Background: an optimization exercise with open tools, aiming at small area, a short achievable clock period and few clock cycles per item. Do not read the settings as production practice.
Function was checked by simulation only, so behaviour that the tests miss may differ from the original.
No activity file was given, so power comes from the tool's default toggle rates.

==> inputs of willow <==
Design two_class_ticket_queue_weighted_server, start of the top module:
module two_class_ticket_queue_weighted_server #(
	parameter int QUEUE_DEPTH = 16
) (
	input  logic                              clk,
	input  logic                              arst_n,
	input  logic                              s_axis_tvalid,
	output logic                              s_axis_tready,
	input  logic [tcq_pkg::TDATA_W-1:0]       s_axis_tdata,
	input  logic [tcq_pkg::KIND_W-1:0]        s_axis_tuser,
	output logic                              m_axis_tvalid,
	input  logic                              m_axis_tready,
	output logic [tcq_pkg::TDATA_W-1:0]       m_axis_tdata,
	output logic [tcq_pkg::OUSER_W-1:0]       m_axis_tuser,
	input  logic                              cfg_we,
	input  logic [tcq_pkg::RUN_W-1:0]         cfg_data
);
	localparam int D  = QUEUE_DEPTH;
	localparam int PW = tcq_pkg::PAYLOAD_W;
	localparam int TW = tcq_pkg::TICKET_W;
	localparam int MW = tcq_pkg::MINUTE_W;
	localparam int RW = tcq_pkg::RUN_W;
	logic          e_valid_q;
	logic          e_enqn_q, e_enqp_q, e_serve_q, e_scan_q, e_cancel_q;
	logic [TW-1:0] e_tk_q;
	logic [MW-1:0] e_mn_q;
	logic [D-1:0]  e_nhit_q, e_phit_q;
	logic [D-1:0]  nv_q, pv_q, nmov_q, pmov_q;
	logic          nempty_q, pempty_q;   
	logic          turn_q;
	logic [RW-1:0] run_q, npp_q;
	logic                         r_valid_q;
	logic [tcq_pkg::STATUS_W-1:0] r_status_q;
	logic                         r_class_q;
	logic [D-1:0]                 r_nsel_q, r_psel_q;
	logic                         o_valid_q;
	logic [tcq_pkg::STATUS_W-1:0] o_status_q;
  ...
Settings: LEC_CHECK=0, ABC_CLOCK_PERIOD_IN_PS=2500, CAP_MARGIN=20, CORE_MARGIN=2, CORE_UTILIZATION=50, SETUP_SLACK_MARGIN=2.5, SLEW_MARGIN=20; clock period 5.0 ns.
run.sh (not shown) runs the stock make flow with config.mk's settings and CLKGATE_MAP_FILE= SYNTH_SCRIPT=/design/flow/synth_recipe.tcl, a recipe that flattens the netlist after the stock synthesis.
==> pepper (differences from willow) <==
--- a/flow/design.v
+++ b/flow/design.v
@@ -119,31 +119,34 @@
 	logic          nempty_q, pempty_q;   
 	logic          turn_q;
 	logic [RW-1:0] run_q, npp_q;
 	logic                         r_valid_q;
 	logic [tcq_pkg::STATUS_W-1:0] r_status_q;
 	logic                         r_class_q;
 	logic [D-1:0]                 r_nsel_q, r_psel_q;
-	logic                         o_valid_q;
-	logic [tcq_pkg::STATUS_W-1:0] o_status_q;
-	logic                         o_class_q;
-	logic [PW-1:0]                o_data_q;
-	logic r_room_q, e_room_q;
-	logic fire_e, r_move, accept, s_ready;
-	logic e_valid_d, r_valid_d, o_valid_d;
+	logic                         o0_valid_q, o1_valid_q;
+	logic [tcq_pkg::STATUS_W-1:0] o0_status_q, o1_status_q;
+	logic                         o0_class_q, o1_class_q;
+	logic [PW-1:0]                o0_data_q, o1_data_q;
+	logic                         s_ready_q, room_q;
+	logic fire_e, r_move, pop, head_free, accept;
+	logic e_valid_d, r_valid_d, o0_valid_d, o1_valid_d, room_d;
 	always_comb begin
-		r_move    = r_valid_q && (!o_valid_q || m_axis_tready);
-		fire_e    = e_valid_q && (r_room_q || m_axis_tready);
-		s_ready   = e_room_q || m_axis_tready;
-		accept    = s_axis_tvalid && s_ready;
-		e_valid_d = accept || (e_valid_q && !fire_e);
-		r_valid_d = fire_e || (r_valid_q && !r_move);
-		o_valid_d = r_move || (o_valid_q && !m_axis_tready);
+		fire_e     = e_valid_q && room_q;
+		r_move     = r_valid_q && !(o0_valid_q && o1_valid_q);
+		pop        = o0_valid_q && m_axis_tready;
+		head_free  = !o0_valid_q || pop;
+		accept     = s_axis_tvalid && s_ready_q;
+		e_valid_d  = accept || (e_valid_q && !fire_e);
+		r_valid_d  = fire_e || (r_valid_q && !r_move);
+		o0_valid_d = head_free ? (o1_valid_q || r_move) : 1'b1;
+		o1_valid_d = head_free ? (o1_valid_q && r_move) : (o1_valid_q || r_move);
+		room_d     = !(r_valid_d && o0_valid_d && o1_valid_d);
 	end
-	assign s_axis_tready = s_ready;
+	assign s_axis_tready = s_ready_q;
 	logic [D-1:0]    nshift, pshift;
 	logic [D*PW-1:0] nent, pent;
 	always_comb begin
 		nshift = (fire_e && e_enqn_q) ? nmov_q : '0;
 		pshift = (fire_e && e_enqp_q) ? pmov_q : '0;
 	end
 	tcq_ram #(.DEPTH(D)) u_normal (
@@ -261,32 +264,34 @@
 				| ({PW{r_psel_q[i]}} & pent[i*PW +: PW]);
 		end
 	end
 	always_ff @(posedge clk or negedge arst_n) begin
 		if (!arst_n) begin
 			e_valid_q  <= 1'b0;
 			r_valid_q  <= 1'b0;
-			o_valid_q  <= 1'b0;
-			r_room_q   <= 1'b1;
-			e_room_q   <= 1'b1;
+			o0_valid_q <= 1'b0;
+			o1_valid_q <= 1'b0;
+			s_ready_q  <= 1'b1;
+			room_q     <= 1'b1;
 			nv_q       <= '0;
 			pv_q       <= '0;
 			nempty_q   <= 1'b1;
 			pempty_q   <= 1'b1;
 			nmov_q     <= {{(D-1){1'b0}}, 1'b1};
 			pmov_q     <= {{(D-1){1'b0}}, 1'b1};
 			turn_q     <= 1'b1;
 			run_q      <= '0;
 			npp_q      <= tcq_pkg::NPP_DEFAULT;
 		end else begin
 			e_valid_q  <= e_valid_d;
 			r_valid_q  <= r_valid_d;
-			o_valid_q  <= o_valid_d;
-			r_room_q   <= !(r_valid_d && o_valid_d);
-			e_room_q   <= !(e_valid_d && r_valid_d && o_valid_d);
+			o0_valid_q <= o0_valid_d;
+			o1_valid_q <= o1_valid_d;
+			room_q     <= room_d;
+			s_ready_q  <= !e_valid_d || room_d;
 			if (cfg_we) begin
 				npp_q <= cfg_data;
 			end
 			nv_q <= (nv_q & ~nclr) | nshift;
 			pv_q <= (pv_q & ~pclr) | pshift;
 			nempty_q <= nempty_q ? !(fire_e && e_enqn_q) : (clr_n && at_most_one(nv_q));
 			pempty_q <= pempty_q ? !(fire_e && e_enqp_q) : (clr_p && at_most_one(pv_q));
@@ -325,17 +330,26 @@
 		end
 		if (fire_e) begin
 			r_status_q <= x_status;
 			r_class_q  <= x_class;
 			r_nsel_q   <= use_n ? nsel : '0;
 			r_psel_q   <= use_p ? psel : '0;
 		end
-		if (r_move) begin
-			o_status_q <= r_status_q;
-			o_class_q  <= r_class_q;
-			o_data_q   <= r_data;
-		end
-	end
-	assign m_axis_tvalid = o_valid_q;
-	assign m_axis_tdata  = {{tcq_pkg::PAD_W{1'b0}}, o_data_q};
-	assign m_axis_tuser  = {o_class_q, o_status_q};
+		if (head_free && o1_valid_q) begin
+			o0_status_q <= o1_status_q;
+			o0_class_q  <= o1_class_q;
+			o0_data_q   <= o1_data_q;
+		end else if (head_free && r_move) begin
+			o0_status_q <= r_status_q;
+			o0_class_q  <= r_class_q;
+			o0_data_q   <= r_data;
+		end
+		if (r_move && (head_free ? o1_valid_q : o0_valid_q)) begin
+			o1_status_q <= r_status_q;
+			o1_class_q  <= r_class_q;
+			o1_data_q   <= r_data;
+		end
+	end
+	assign m_axis_tvalid = o0_valid_q;
+	assign m_axis_tdata  = {{tcq_pkg::PAD_W{1'b0}}, o0_data_q};
+	assign m_axis_tuser  = {o0_class_q, o0_status_q};
 endmodule
Settings changed: CTS_CLUSTER_DIAMETER set to 70, CTS_CLUSTER_SIZE set to 22.
==> summary of the runs <==
Against willow, the combinational power of pepper is higher by about 47%. Against willow, the wire length of pepper is smaller by about 1%. Of pepper and willow, pepper has the higher synthesized area (gap about 3%, measured against willow). In pepper the core utilization is lower than in willow, by 1.4 points. In pepper the first-iteration DRC count is larger than in willow, by about 5%. Of willow and pepper, pepper has the higher clock skew (gap 0.0080 ns). In pepper the clock power is lower than in willow, by about 23%. Between willow and pepper, the lower die area is in willow (gap about 3%, measured against pepper). In willow the total power is lower than in pepper, by 6.2%. Of pepper and willow, willow has the higher register-to-register slack (gap 0.08 ns). Against willow, the synthesized cell count of pepper is higher by 3.9%.
Testbench counts of willow, summed over its fixed seeds: cycles 4,824, ops 4,800.
Testbench counts of pepper, summed over its fixed seeds: cycles 4,824, ops 4,800.

static timing again, ports no longer ideal:
No port has a modelled driver above. Below, the same layouts with a new extraction and two added sets of constraints.
Step 1, drivers: a clkbuf_16 drives clk and a buf_2 each remaining input, both assumed.
Step 2 adds t to the input delays and takes it off the output delays; t is the mean of the earliest and latest rising clock arrival at the registers after step 1. Input paths then give back, and output paths get back, about the clock's delay inside the block.
Slacks: ideal ports / drivers / drivers and shift; pairs: ideal ports / drivers.
run	t (ns)	setup WS [ns]	clock arrival spread, ns	slew at the worst register clock pin (ns)	pins driven straight from the clock port
willow	0.780	2.362 / 2.415 / 1.635	0.041 / 0.041	0.07 / 0.07	1
pepper	0.740	2.236 / 2.246 / 1.506	0.047 / 0.047	0.10 / 0.10	1
After both steps every run listed still meets setup and hold. The setup slack of pepper, which loses most, moves by +0.010 ns with the drivers and by -0.730 ns with both steps.
